Background: an optimization exercise with open tools, aiming at small area. Do not read the settings as production practice. The RTL was checked by simulation tests, not by an equivalence proof against the original design. No activity file was given, so power comes from the tool's default toggle rates.

==> design/flow/design.v <==
package c4_pkg;
	typedef logic [1:0]  piece_t;      
	typedef logic [2:0]  col_t;
	typedef logic [2:0]  row_t;        
	typedef logic [5:0]  cell_idx_t;   
	typedef logic [2:0]  height_t;     
	typedef logic [97:0] board_t;      
	typedef logic [7:0]  pix_x_t;
	typedef logic [6:0]  pix_y_t;
	typedef logic [2:0]  color_t;      
	typedef logic [9:0]  apb_addr_t;
	typedef logic [31:0] apb_data_t;
	typedef enum logic [0:0] {
		IDLE,
		DRAW
	} plot_state_t;
	localparam int NUM_COLS  = 7;
	localparam int NUM_ROWS  = 7;
	localparam int NUM_CELLS = NUM_COLS * NUM_ROWS;
	localparam int WIN_LEN   = 4;
	localparam int CELL_PIX = 6;
	localparam int ORIGIN_X = 8;
	localparam int PITCH_X  = 22;
	localparam int ORIGIN_Y = 5;
	localparam int PITCH_Y  = 16;
	localparam color_t COLOR_P1 = 3'b100;   
	localparam color_t COLOR_P2 = 3'b001;   
	localparam piece_t PIECE_EMPTY = 2'd0;
	localparam piece_t PIECE_P1    = 2'd1;
	localparam piece_t PIECE_P2    = 2'd2;
	localparam apb_addr_t REG_MOVE      = 10'h000;
	localparam apb_addr_t REG_STATUS    = 10'h004;
	localparam apb_addr_t REG_CELL_BASE = 10'h080;
endpackage
`timescale 1ns/1ps
module connect4_top (
	input  logic        clk,
	input  logic        reset_n,
	input  logic        psel,
	input  logic        penable,
	input  logic        pwrite,
	input  logic [9:0]  paddr,
	input  logic [31:0] pwdata,
	output logic [31:0] prdata,
	output logic        pready,
	output logic        pslverr,
	output logic        plot_valid,
	output logic [7:0]  plot_x,
	output logic [6:0]  plot_y,
	output logic [2:0]  plot_color
);
	logic [2:0]  h [7];    
	logic [48:0] s;        
	logic        t;        
	logic        go;       
	logic [2:0]  px, py;   
	logic [2:0]  pc, pr;   
	logic [48:0] occ, m;
	logic [2:0]  col, hsel;
	logic        busy, idle, full, move_ok, wr_move, accept, win;
	always_comb begin
		for (int r = 0; r < 7; r++)
			for (int c = 0; c < 7; c++)
				occ[r*7+c] = (h[c] > 3'(6 - r));
	end
	assign col     = pwdata[2:0];
	assign hsel    = h[col];
	assign full    = (hsel == 3'd7);
	assign busy    = (py < 3'd6);
	assign idle    = (py == 3'd6);
	assign move_ok = (col != 3'd7) && !full && idle && !go;
	assign wr_move = pwrite && (paddr == 10'h000);
	assign accept  = psel && penable && wr_move && move_ok;
	assign pready  = 1'b1;
	assign pslverr = wr_move && !move_ok;
	always_ff @(posedge clk) begin
		for (int n = 0; n < 49; n++)
			if (!occ[n]) s[n] <= t;
		if (!reset_n) begin
			for (int c = 0; c < 7; c++) h[c] <= '0;
			t <= 1'b0;
		end else if (accept) begin
			h[col] <= hsel + 3'd1;
			t <= !t;
		end
	end
	always_comb begin
		for (int n = 0; n < 49; n++) m[n] = occ[n] && (s[n] ^ t);
		win = 1'b0;
		for (int r = 0; r < 7; r++)
			for (int c = 0; c < 7; c++) begin
				if (c <= 3) win |= m[r*7+c] & m[r*7+c+1] & m[r*7+c+2] & m[r*7+c+3];
				if (r <= 3) win |= m[r*7+c] & m[(r+1)*7+c] & m[(r+2)*7+c] & m[(r+3)*7+c];
				if (r <= 3 && c <= 3)
					win |= m[r*7+c] & m[(r+1)*7+c+1] & m[(r+2)*7+c+2] & m[(r+3)*7+c+3];
				if (r <= 3 && c >= 3)
					win |= m[r*7+c] & m[(r+1)*7+c-1] & m[(r+2)*7+c-2] & m[(r+3)*7+c-3];
			end
	end
	always_ff @(posedge clk) begin
		if (!reset_n) go <= 1'b0;
		else if (win) go <= 1'b1;
	end
	always_ff @(posedge clk) begin
		if (accept) begin
			pc <= col;
			pr <= 3'd6 - hsel;
		end
		if (!reset_n) begin
			py <= 3'd6;
			px <= 3'd0;
		end else begin
			if (busy) px <= (px == 3'd5) ? 3'd0 : px + 3'd1;
			if ((busy && px == 3'd5) || py == 3'd7 || accept) py <= py + 3'd1;
		end
	end
	assign plot_valid = busy;
	assign plot_x     = 8'd8 + 8'(pc) * 8'd22 + 8'(px);
	assign plot_y     = {pr, 4'(4'd5 + 4'(py))};
	assign plot_color = {t, 1'b0, !t};
	logic [6:0] widx;
	logic [5:0] n;
	logic       cell_hit;
	logic [1:0] cell_val;
	assign widx     = paddr[8:2] - 7'd32;
	assign n        = widx[5:0];
	assign cell_hit = !paddr[9] && (paddr[1:0] == 2'b00) && (paddr[8:2] >= 7'd32) && (paddr[8:2] < 7'd81);
	assign cell_val = occ[n] ? (s[n] ? 2'd2 : 2'd1) : 2'd0;
	always_comb begin
		prdata = '0;
		if (paddr == 10'h004) prdata[4:0] = {go & !t, go & t, t, !t, busy};
		else if (cell_hit) prdata[1:0] = cell_val;
	end
endmodule
==> design/flow/run.sh <==
#!/bin/bash
# synth_recipe.tcl (not shown) runs the flow's synth.tcl, then flattens the netlist and writes it again
# the make line also repeats each setting of config.mk as NAME=value (left out here)
make -C /OpenROAD-flow-scripts/flow DESIGN_CONFIG=/design/flow/config.mk WORK_HOME=/design/flow/orfs CLKGATE_MAP_FILE= SYNTH_SCRIPT=/design/flow/synth_recipe.tcl finish
==> design/flow/config.mk <==
export PLATFORM = sky130hd
export DESIGN_NAME = connect4_top
export DESIGN_NICKNAME = connect4_top
export VERILOG_FILES = /design/flow/design.v
export SDC_FILE = /design/flow/constraint.sdc
export NUM_CORES = 4
export LEC_CHECK = 0
export CAP_MARGIN = 20
export CORE_MARGIN = 2
export CORE_UTILIZATION = 40
export SLEW_MARGIN = 20
==> design/flow/constraint.sdc <==
create_clock -name core_clock -period 10.0 [get_ports {clk}]
set_input_delay 2.0000 -clock core_clock [delete_from_list [all_inputs] [get_ports {clk}]]
set_output_delay 2.0000 -clock core_clock [all_outputs]
set_load 0.01 [all_outputs]
==> notes.md, run 1 <==
* Share of layout cells above drive strength 1 at 9.02%
* DR WL/cell at 22.7 um
* Synth warn at 1
* EDFF count, synth at 76
* Max VDD drop at 0.120 mV
* Pleak at 2.63 nW
* Fin crit share at 72.6%
* First DRT Iteration DRCs at 668
* Fin crit period at 7260 ps
* Endpoints failing hold at 0
* Clock Sinks at 87
* Clock Path Buffers at 2
* Crit-path cells: clkdlybuf4s50_1 > mux4_2 > mux2i_1 > inv_1 > ha_1 > ha_1 > nor2_1 > nand3_1 > a31oi_1 > nor2_1 > clkdlybuf4s50_1
* Largest net degree at the start of global routing at 69
* Status: no timing/DRC/antenna violations
* Hold-fix buffers at CTS at 0
* Setup CP Type: in2out
* # IOs at 100
* Setup Buffers After CTS at 0
* Critical Path AT at 5260 ps
* CTS tree: built
* Worst Setup End Kind: output pin
* # fillers at 1,507
* H-tree Lvls at 3
* Die Y at 132 um
* Final setup violation count at 0
* Post-synth top cells: 76 x edfxtp_1, 60 x nor2_1, 42 x xor2_1
* Max Fclk at 138 MHz
* Ys flop type: edfxtp_1
* IO buf count at 41
* Top Family by Delay on Critical Path: buffers and inverters
* Count leader, synth: edfxtp_1
* Initial Util at 41.0%
* Nets at 722
* Die X at 132 um
* Setup TNS Final at 0 ps
* Cell Area, Synth at 0.00654 mm2
* DP HPWL at 14,900 um
* Antenna fix cells at 0
* Std-Cell Rows at 46
* Max-slew headroom at 38.5%
* CP bufs+invs at 3
* Worst slew pin tran at 923 ps
* Core Region at 0.0159 mm2
* DRC at 0
* HP Class: reg2reg
* Compound-cell area share of the yosys netlist at 11.1%
* Final core utilization at 45.1%
* Max_cap viols at 0
* Area share of fa/ha/maj cells after synthesis at 3.10%
* GRT Util Overall at 23.1%
* Post-synthesis cell type count at 65
* CP max-delay cell: clkdlybuf4s50_1
* Post-synthesis xor/xnor area fraction at 7.23%
* Flip-flop and latch count after synthesis at 87
* Post-route ant nets at 0
* Vias per inst at 6.12
* Initial antenna violation count at 0
* Top-area cell type share of the netlist area at 34.9%
* Fraction of synthesized area in multiplexers at 12.5%
* RSZ-0062 raised after global routing: false
* Grt ovf at 0
* Clk slew on worst S/H paths at 80 ps
* Area Overhead vs Synth at 10.0%
* Seq/Total Area, Yosys at 38.3%
* Post_cts resized at 0
* WP data required at 8000 ps
* Cells after synthesis at 644
* Top cells by area, synth: edfxtp_1 35%, mux4_2 10%, xor2_1 5.6%
* Root buffer cell: clkbuf_16
* Max incr delay on CP at 930 ps
* Mean Syn Cell Area at 10.2 um2
* Num CTS Buffers at 9
* Max Slew Vio Count at 0
* Vias post-DR at 5,393
* Startpoint Class: input port
* First-pass GRT wire length at 30,800 um
* First-pass DRT Iterations at 5
* Number of global-route vias before repair at 5,199
* Critical-path maximum fanout at 14
* GP Congestion at 0.988
* Worst hold slack at 527 ps
* WL final at 20,000 um
* Cell Pwr Density at 117 mW/mm2
* Skew final at 11.9 ps
* Simple-Gate Fraction of Synth Area at 18.9%
* Post-synthesis async set-or-reset flop share at 0%
* Largest family of logic cells by synthesized area: simple AND/OR/NAND/NOR gates
* Clock insertion delay at the later pin of the skew report at 360 ps
* Die Footprint at 0.0174 mm2
* Synth area leader: edfxtp_1
==> cells in the final DEF (no fill, tap or decap), types with 5 or more instances in the layout <==
cell / synthesis / layout
a2111oi_0: 6 / 6
a211oi_1: 13 / 13
a21oi_1: 20 / 20
a31oi_1: 7 / 7
clkbuf_16: 0 / 9
clkdlybuf4s50_1: 0 / 40
conb_1: 2 / 32
dfxtp_1: 11 / 10
edfxtp_1: 76 / 76
ha_1: 13 / 13
inv_1: 27 / 27
mux2i_1: 12 / 12
mux4_2: 30 / 30
nand2_1: 29 / 29
nand2b_1: 21 / 21
nand3_1: 20 / 20
nand4_1: 5 / 5
nor2_1: 60 / 60
nor2b_1: 14 / 14
nor3_1: 33 / 33
nor4_1: 15 / 15
nor4b_1: 5 / 5
o21ai_0: 32 / 32
or3_1: 5 / 5
xnor2_1: 12 / 12
xor2_1: 42 / 42
==> sequential cells by signal (all words and copies together), names as in the netlist <==
name,count
py,3
go,1
pr,3
t,1
px,3
s,49
pc,3
h,24
==> where the power goes <==
group          total (W)  internal, W  switching, W
Combinational  0.0000856    0.0000358     0.0000497
Clock           0.000338     0.000177      0.000162
Sequential      0.000415     0.000400     0.0000151
Total           0.000839     0.000613      0.000227
==> layout make-up <==
cell class	instances	area [um2]	area share [%]
multi-input cells	489	3580	49.8
flip-flops and latches	87	2510	34.8
repair buffers	44	428	5.95
well taps	216	270	3.76
clock buffers	9	225	3.13
inverters	29	110	1.53
clock inverters	7	73.8	1.03
==> routing by layer <==
metal	track usage [%]	wire length [um]	up-vias
li1	-	-	2370
met1	30.9	8280	2625
met2	36.5	9220	335
met3	4.42	1650	63
met4	10.1	864	0
met5	0	0	-
==> worst reg2reg max path: stages, from the launching register on <==
cell and delay [ps]:
edfxtp_1 710, inv_1 190, mux4_2 520, o21ai_0 260
ha_1 220, nor2_1 40, nand3_1 90, a31oi_1 70
nand3b_4 200, clkinv_2 230, or3_1 490, mux2i_1 200
nand2_1 80
==> logic make-up after synthesis <==
group	count (synthesis)
buffers and inverters	98
xor gates and xnor gates	54
AOI/OAI and AO/OA	112
muxes	44
DFF	87
adders and majority gates	15
and+or+nand+nor	232
other	2
==> path summary, 6_finish.rpt <==
check,start,to,slack (ps),depth (start not counted)
setup / recovery,pwdata[0],pslverr,2740,11
hold reg to reg,px[1]$_SDFFE_PN0N_,px[2]$_SDFFE_PN0N_,530,2
setup reg to reg,h[3][2]$_SDFFCE_PN0P_,py[2]$_SDFFE_PN1P_,6570,12
hold / removal,px[1]$_SDFFE_PN0N_,px[2]$_SDFFE_PN0N_,530,2
==> metrics by stage <==
step	area, um2	cells	power (W)	worst slack [ps]
2_1_floorplan	6650	674	0.000485	4010
3_3_place_gp	6900	865	0.000506	2720
3_5_place_dp	6900	865	0.000507	2680
4_1_cts	7190	881	0.000843	2690
5_1_grt	7190	881	0.000866	2500
6_report	7190	881	0.000839	2740
==> run 2: changes to the inputs <==
--- a/design/flow/design.v
+++ b/design/flow/design.v
@@ -64,6 +64,8 @@
 				occ[r*7+c] = (h[c] > 3'(6 - r));
 	end
+	logic [2:0] rrow, rcol, msel;
 	assign col     = pwdata[2:0];
-	assign hsel    = h[col];
+	assign msel    = pwrite ? col : rcol;
+	assign hsel    = h[msel];
 	assign full    = (hsel == 3'd7);
 	assign busy    = (py < 3'd6);
@@ -75,6 +77,5 @@
 	assign pslverr = wr_move && !move_ok;
 	always_ff @(posedge clk) begin
-		for (int n = 0; n < 49; n++)
-			if (!occ[n]) s[n] <= t;
+		if (accept) s <= ~m;
 		if (!reset_n) begin
 			for (int c = 0; c < 7; c++) h[c] <= '0;
@@ -85,16 +86,34 @@
 		end
 	end
-	always_comb begin
-		for (int n = 0; n < 49; n++) m[n] = occ[n] && (s[n] ^ t);
+	function automatic logic line7(input logic [6:0] v);
+		line7 = v[3] & ((v[2] & v[1] & (v[0] | v[4])) | (v[4] & v[5] & (v[2] | v[6])));
+	endfunction
+	function automatic logic line6(input logic [5:0] v);
+		line6 = v[2] & v[3] & ((v[0] & v[1]) | (v[1] & v[4]) | (v[4] & v[5]));
+	endfunction
+	function automatic logic line5(input logic [4:0] v);
+		line5 = v[1] & v[2] & v[3] & (v[0] | v[4]);
+	endfunction
+	always_comb begin
+		for (int n = 0; n < 49; n++) m[n] = occ[n] && s[n];
 		win = 1'b0;
-		for (int r = 0; r < 7; r++)
-			for (int c = 0; c < 7; c++) begin
-				if (c <= 3) win |= m[r*7+c] & m[r*7+c+1] & m[r*7+c+2] & m[r*7+c+3];
-				if (r <= 3) win |= m[r*7+c] & m[(r+1)*7+c] & m[(r+2)*7+c] & m[(r+3)*7+c];
-				if (r <= 3 && c <= 3)
-					win |= m[r*7+c] & m[(r+1)*7+c+1] & m[(r+2)*7+c+2] & m[(r+3)*7+c+3];
-				if (r <= 3 && c >= 3)
-					win |= m[r*7+c] & m[(r+1)*7+c-1] & m[(r+2)*7+c-2] & m[(r+3)*7+c-3];
-			end
+		for (int i = 0; i < 7; i++) begin
+			win |= line7({m[i*7+6], m[i*7+5], m[i*7+4], m[i*7+3], m[i*7+2], m[i*7+1], m[i*7]});
+			win |= line7({m[42+i], m[35+i], m[28+i], m[21+i], m[14+i], m[7+i], m[i]});
+		end
+		win |= line7({m[48], m[40], m[32], m[24], m[16], m[8], m[0]});
+		win |= line6({m[47], m[39], m[31], m[23], m[15], m[7]});
+		win |= line6({m[41], m[33], m[25], m[17], m[9], m[1]});
+		win |= line5({m[46], m[38], m[30], m[22], m[14]});
+		win |= line5({m[34], m[26], m[18], m[10], m[2]});
+		win |= &{m[45], m[37], m[29], m[21]};
+		win |= &{m[27], m[19], m[11], m[3]};
+		win |= line7({m[42], m[36], m[30], m[24], m[18], m[12], m[6]});
+		win |= line6({m[43], m[37], m[31], m[25], m[19], m[13]});
+		win |= line6({m[35], m[29], m[23], m[17], m[11], m[5]});
+		win |= line5({m[44], m[38], m[32], m[26], m[20]});
+		win |= line5({m[28], m[22], m[16], m[10], m[4]});
+		win |= &{m[45], m[39], m[33], m[27]};
+		win |= &{m[21], m[15], m[9], m[3]};
 	end
 	always_ff @(posedge clk) begin
@@ -126,5 +145,59 @@
 	assign n        = widx[5:0];
 	assign cell_hit = !paddr[9] && (paddr[1:0] == 2'b00) && (paddr[8:2] >= 7'd32) && (paddr[8:2] < 7'd81);
-	assign cell_val = occ[n] ? (s[n] ? 2'd2 : 2'd1) : 2'd0;
+	always_comb begin
+		case (n)
+			6'd0: {rrow, rcol} = {3'd0, 3'd0};
+			6'd1: {rrow, rcol} = {3'd0, 3'd1};
+			6'd2: {rrow, rcol} = {3'd0, 3'd2};
+			6'd3: {rrow, rcol} = {3'd0, 3'd3};
+			6'd4: {rrow, rcol} = {3'd0, 3'd4};
+			6'd5: {rrow, rcol} = {3'd0, 3'd5};
+			6'd6: {rrow, rcol} = {3'd0, 3'd6};
+			6'd7: {rrow, rcol} = {3'd1, 3'd0};
+			6'd8: {rrow, rcol} = {3'd1, 3'd1};
+			6'd9: {rrow, rcol} = {3'd1, 3'd2};
+			6'd10: {rrow, rcol} = {3'd1, 3'd3};
+			6'd11: {rrow, rcol} = {3'd1, 3'd4};
+			6'd12: {rrow, rcol} = {3'd1, 3'd5};
+			6'd13: {rrow, rcol} = {3'd1, 3'd6};
+			6'd14: {rrow, rcol} = {3'd2, 3'd0};
+			6'd15: {rrow, rcol} = {3'd2, 3'd1};
+			6'd16: {rrow, rcol} = {3'd2, 3'd2};
+			6'd17: {rrow, rcol} = {3'd2, 3'd3};
+			6'd18: {rrow, rcol} = {3'd2, 3'd4};
+			6'd19: {rrow, rcol} = {3'd2, 3'd5};
+			6'd20: {rrow, rcol} = {3'd2, 3'd6};
+			6'd21: {rrow, rcol} = {3'd3, 3'd0};
+			6'd22: {rrow, rcol} = {3'd3, 3'd1};
+			6'd23: {rrow, rcol} = {3'd3, 3'd2};
+			6'd24: {rrow, rcol} = {3'd3, 3'd3};
+			6'd25: {rrow, rcol} = {3'd3, 3'd4};
+			6'd26: {rrow, rcol} = {3'd3, 3'd5};
+			6'd27: {rrow, rcol} = {3'd3, 3'd6};
+			6'd28: {rrow, rcol} = {3'd4, 3'd0};
+			6'd29: {rrow, rcol} = {3'd4, 3'd1};
+			6'd30: {rrow, rcol} = {3'd4, 3'd2};
+			6'd31: {rrow, rcol} = {3'd4, 3'd3};
+			6'd32: {rrow, rcol} = {3'd4, 3'd4};
+			6'd33: {rrow, rcol} = {3'd4, 3'd5};
+			6'd34: {rrow, rcol} = {3'd4, 3'd6};
+			6'd35: {rrow, rcol} = {3'd5, 3'd0};
+			6'd36: {rrow, rcol} = {3'd5, 3'd1};
+			6'd37: {rrow, rcol} = {3'd5, 3'd2};
+			6'd38: {rrow, rcol} = {3'd5, 3'd3};
+			6'd39: {rrow, rcol} = {3'd5, 3'd4};
+			6'd40: {rrow, rcol} = {3'd5, 3'd5};
+			6'd41: {rrow, rcol} = {3'd5, 3'd6};
+			6'd42: {rrow, rcol} = {3'd6, 3'd0};
+			6'd43: {rrow, rcol} = {3'd6, 3'd1};
+			6'd44: {rrow, rcol} = {3'd6, 3'd2};
+			6'd45: {rrow, rcol} = {3'd6, 3'd3};
+			6'd46: {rrow, rcol} = {3'd6, 3'd4};
+			6'd47: {rrow, rcol} = {3'd6, 3'd5};
+			6'd48: {rrow, rcol} = {3'd6, 3'd6};
+			default: {rrow, rcol} = 6'bx;
+		endcase
+	end
+	assign cell_val = ({1'b0, hsel} + {1'b0, rrow} >= 4'd7) ? ((s[n] ^ t) ? 2'd2 : 2'd1) : 2'd0;
 	always_comb begin
 		prdata = '0;
==> run 2 against run 1 <==
Against the previous run:
- synthesized area fell by 8.1%
- cell area fell by 5.9%
- global-route usage fell by 1.4 points
- largest power group unchanged
- first-iteration DRC count fell by 33%
- count of clock-buffer cells in the layout did not move
- non-clock buffer count rose by 8
- total power rose by 5.5%
- still clean
- critical path type unchanged
- utilization rose by 1.3 points
- sequential share of layout area rose by 2.1 points
- sequential power fell by 2%
- clock skew fell by 6.0 ps
- cell count fell by 8.5%
==> notes.md, run 2 <==
* Largest net degree at the start of global routing at 53 (was 69)
* Clk slew on worst S/H paths at 70 ps (was 80 ps)
* Die X at 127 um (was 132 um)
* Worst Setup End Kind: output pin (unchanged)
* Skew final at 5.94 ps (was 11.9 ps)
* DRC at 0 (unchanged)
* Post_cts resized at 0 (unchanged)
* Core Region at 0.0146 mm2 (was 0.0159 mm2)
* Max Fclk at 111 MHz (was 138 MHz)
* Setup Buffers After CTS at 0 (unchanged)
* Status: no timing/DRC/antenna violations (unchanged)
* Num CTS Buffers at 9 (unchanged)
* Top cells by area, synth: edfxtp_1 38%, mux4_2 5.6%, ha_1 5.2% (was edfxtp_1 35%, mux4_2 10%, xor2_1 5.6%)
* Post-synthesis cell type count at 77 (was 65)
* Grt ovf at 0 (unchanged)
* Reg2Reg Setup Slack at 5950 ps (was 6570 ps)
* Final Cell Area at 0.00677 mm2 (was 0.00719 mm2)
* Post-synth top cells: 76 x edfxtp_1, 44 x nand2_1, 41 x nor2_1 (was 76 x edfxtp_1, 60 x nor2_1, 42 x xor2_1)
* Biggest register: s (unchanged)
* # IOs at 100 (unchanged)
* Fin crit share at 89.8% (was 72.6%)
* Max-slew headroom at 43.5% (was 38.5%)
* Flip-flop and latch count after synthesis at 87 (unchanged)
* Worst R2R End: h[3][2]$_SDFFCE_PN0P_ (was py[2]$_SDFFE_PN1P_)
* Synth area leader: edfxtp_1 (unchanged)
* First-pass GRT wire length at 26,900 um (was 30,800 um)
* Max VDD drop at 0.0798 mV (was 0.120 mV)
* Initial Util at 41.2% (was 41.0%)
* Top-area cell type share of the netlist area at 38.0% (was 34.9%)
* Critical Path AT at 6980 ps (was 5260 ps)
* CTS tree: built (unchanged)
* Switching part of the total at 26.9% (was 27.0%)
* Int Pwr at 0.000648 W (was 0.000613 W)
* IO buf count at 41 (unchanged)
* Worst slew pin tran at 839 ps (was 923 ps)
* H-tree Lvls at 3 (unchanged)
* Mean Syn Cell Area at 10.3 um2 (was 10.2 um2)
* Max reg flops at 49 (unchanged)
* RSZ-0062 raised after global routing: false (unchanged)
* Critical-path maximum fanout at 13 (was 14)
* # fillers at 1,364 (was 1,507)
* Placed instance area at 0.00646 mm2 (was 0.00690 mm2)
* Share of layout cells above drive strength 1 at 11.3% (was 9.02%)
* Area Overhead vs Synth at 12.6% (was 10.0%)
* Cells after synthesis at 584 (was 644)
* Design Power at 0.000886 W (was 0.000839 W)
* DP HPWL at 12,600 um (was 14,900 um)
* Nets at 692 (was 722)
* Seq/Total Area, Yosys at 41.6% (was 38.3%)
* First DRT Iteration DRCs at 449 (was 668)
* Synth warn at 1 (unchanged)
* GP Congestion at 1.01 (was 0.988)
* First-pass DRT Iterations at 7 (was 5)
* Post-route ant nets at 0 (unchanged)
* Reg2reg path depth at 12 (unchanged)
* Sw Pwr at 0.000238 W (was 0.000227 W)
* Clock insertion delay at the later pin of the skew report at 350 ps (was 360 ps)
* Largest registers: s: 49 flops, h: 24 flops (unchanged)
* Setup CP Type: in2out (unchanged)
* Count leader, synth: edfxtp_1 (unchanged)
* GRT Util Overall at 21.6% (was 23.1%)
* Endpoints failing hold at 0 (unchanged)
* Max Slew Vio Count at 0 (unchanged)
* Hold-fix buffers at CTS at 0 (unchanged)
* DR WL/cell at 21.4 um (was 22.7 um)
* Most common cell after layout, fill and taps aside: edfxtp_1 (unchanged)
* WP data required at 8000 ps (about the same)
* Reg-to-Reg Start: h[2][0]$_SDFFCE_PN0P_ (was h[3][2]$_SDFFCE_PN0P_)
* Ys flop type: edfxtp_1 (unchanged)
* Critical path origin: paddr[2] (was pwdata[0])
* Root buffer cell: clkbuf_16 (unchanged)
* Setup TNS Final at 0 ps (unchanged)
* Max_cap viols at 0 (unchanged)
* Antenna fix cells at 0 (unchanged)
* Post-synthesis async set-or-reset flop share at 0% (unchanged)
* HP Class: reg2reg (unchanged)
* Number of global-route vias before repair at 4,627 (was 5,199)
* Comb pwr share at 14.2% (was 10.2%)
* Die Y at 127 um (was 132 um)
* EDFF count, synth at 76 (unchanged)
* Vias post-DR at 4,913 (was 5,393)
* Startpoint Class: input port (unchanged)
* Die Footprint at 0.0160 mm2 (was 0.0174 mm2)
* End point of the critical path: prdata[1] (was pslverr)
* Clock Path Buffers at 2 (unchanged)
* Final setup violation count at 0 (unchanged)
* Clk pwr share at 40.0% (was 40.3%)
* Fin crit period at 8980 ps (was 7260 ps)
* Initial antenna violation count at 0 (unchanged)
* Std-Cell Rows at 44 (was 46)
* Pleak at 2.39 nW (was 2.63 nW)
* Clock Sinks at 87 (unchanged)
* Vias per inst at 6.10 (was 6.12)
* Cell Area, Synth at 0.00601 mm2 (was 0.00654 mm2)
* WL final at 17,300 um (was 20,000 um)
* Highest-count cells in the layout ignoring fill and taps: 76 x edfxtp_1, 44 x nand2_1, 41 x nor2_1, 41 x clkdlybuf4s50_1, 32 x conb_1 (was 76 x edfxtp_1, 60 x nor2_1, 42 x xor2_1, 40 x clkdlybuf4s50_1, 33 x nor3_1)
* Seq pwr share at 45.7% (was 49.5%)
* Cell Pwr Density at 131 mW/mm2 (was 117 mW/mm2)
run 2: kinds of logic after synthesis:
family | synth area share [%]
simple gates | 15.1
compound gates | 17.7
buf+inv | 8.32
flops | 41.6
mux | 9.01
fa+ha+maj | 6.20
xor+xnor | 1.89
other cells | 0.125
run 2: layout make-up:
class | instances | area, um2 | area share (%)
sequential | 87 | 2500 | 37.0
timing repair buffer | 52 | 493 | 7.28
clock inverter | 7 | 87.6 | 1.29
clock buffer | 9 | 225 | 3.33
multi-input combinational | 438 | 3120 | 46.1
inverter | 29 | 109 | 1.61
tap | 184 | 230 | 3.40
run 2: how the worst min path moves through the flow:
| stage | from | to | slack [ps] | depth (start not counted) |
|---|---|---|---|---|
| 4_1_cts | px[0]$_SDFFE_PN0N_ | px[0]$_SDFFE_PN0N_ | 520 | 2 |
| 3_3_place_gp | px[0]$_SDFFE_PN0N_ | px[0]$_SDFFE_PN0N_ | 510 | 2 |
| 5_1_grt | px[0]$_SDFFE_PN0N_ | px[0]$_SDFFE_PN0N_ | 560 | 2 |
| 2_1_floorplan | px[0]$_SDFFE_PN0N_ | px[0]$_SDFFE_PN0N_ | 490 | 2 |
| 3_5_place_dp | px[0]$_SDFFE_PN0N_ | px[0]$_SDFFE_PN0N_ | 520 | 2 |
| 6_report | px[0]$_SDFFE_PN0N_ | px[0]$_SDFFE_PN0N_ | 520 | 2 |
run 2: power by group through the flow:
stage          clock network [W]  registers (W)  logic [W]
2_1_floorplan                  0       0.000406  0.0000996
6_report                0.000355       0.000405   0.000126
3_3_place_gp                   0       0.000413   0.000123
5_1_grt                 0.000372       0.000405   0.000138
3_5_place_dp                   0       0.000412   0.000125
4_1_cts                 0.000358       0.000404   0.000126
run 2: per-layer routing:
| layer | vias to the layer above | global-route usage, % | routed length, um |
|---|---|---|---|
| met5 | - | 0 | 0 |
| met4 | 0 | 7.11 | 476 |
| met3 | 44 | 4.30 | 1540 |
| met2 | 279 | 33.8 | 7850 |
| met1 | 2376 | 30.3 | 7390 |
| li1 | 2214 | - | - |
run 2: per-stage QoR:
| stage | hold WS, ps | std cells | worst slack (ps) | utilization, % |
|---|---|---|---|---|
| 2_1_floorplan | 489 | 614 | 2390 | - |
| 3_3_place_gp | 508 | 790 | 1110 | 44.3 |
| 3_5_place_dp | 516 | 790 | 1010 | 44.3 |
| 4_1_cts | 525 | 806 | 976 | 46.4 |
| 5_1_grt | 557 | 806 | 674 | 46.4 |
| 6_report | 523 | 806 | 1020 | 46.4 |
run 2: worst max-delay path: stages:
cell and delay (ps):
clkdlybuf4s50_1 680, inv_1 170, ha_1 240, mux2_2 260, o211ai_1 280, a311oi_2 190
a21oi_2 450, a211oi_1 200, o32ai_4 270, buf_4 250, ha_1 190, inv_1 50
fa_1 420, nor2b_1 120, a221oi_1 80, nor3_1 250, a21oi_1 110, o21ai_0 180
clkdlybuf4s50_1 560

-- separate check: timing with driven ports --
Ports are ideal in the flow. The routed layouts listed here were re-timed in OpenROAD.
Step 1 (the two cells are an assumption about what drives the block):
set clk [get_ports {clk}]
set_driving_cell -lib_cell sky130_fd_sc_hd__clkbuf_16 $clk
set_driving_cell -lib_cell sky130_fd_sc_hd__buf_2 [delete_from_list [all_inputs] $clk]
Step 2, shift: input delay + t, output delay - t, t = (earliest + latest rising clock arrival at the registers) / 2. This alone moves slack from input paths to output paths.
a / b / c = ideal / step 1 / step 2; a / b = the first two.
| run | t (ns) | slack for setup (ns) | worst setup path at the end | pins driven straight from the clock port |
|---|---|---|---|---|
| run 1 | 0.394 | 2.738 / 2.717 / 2.717 | input to output | 1 |
| run 2 | 0.385 | 1.025 / 0.999 / 0.999 | input to output | 1 |
After both steps every run listed still meets setup and hold. The setup slack of run 2, which loses most, moves by -0.026 ns with the drivers and by -0.026 ns with both steps.
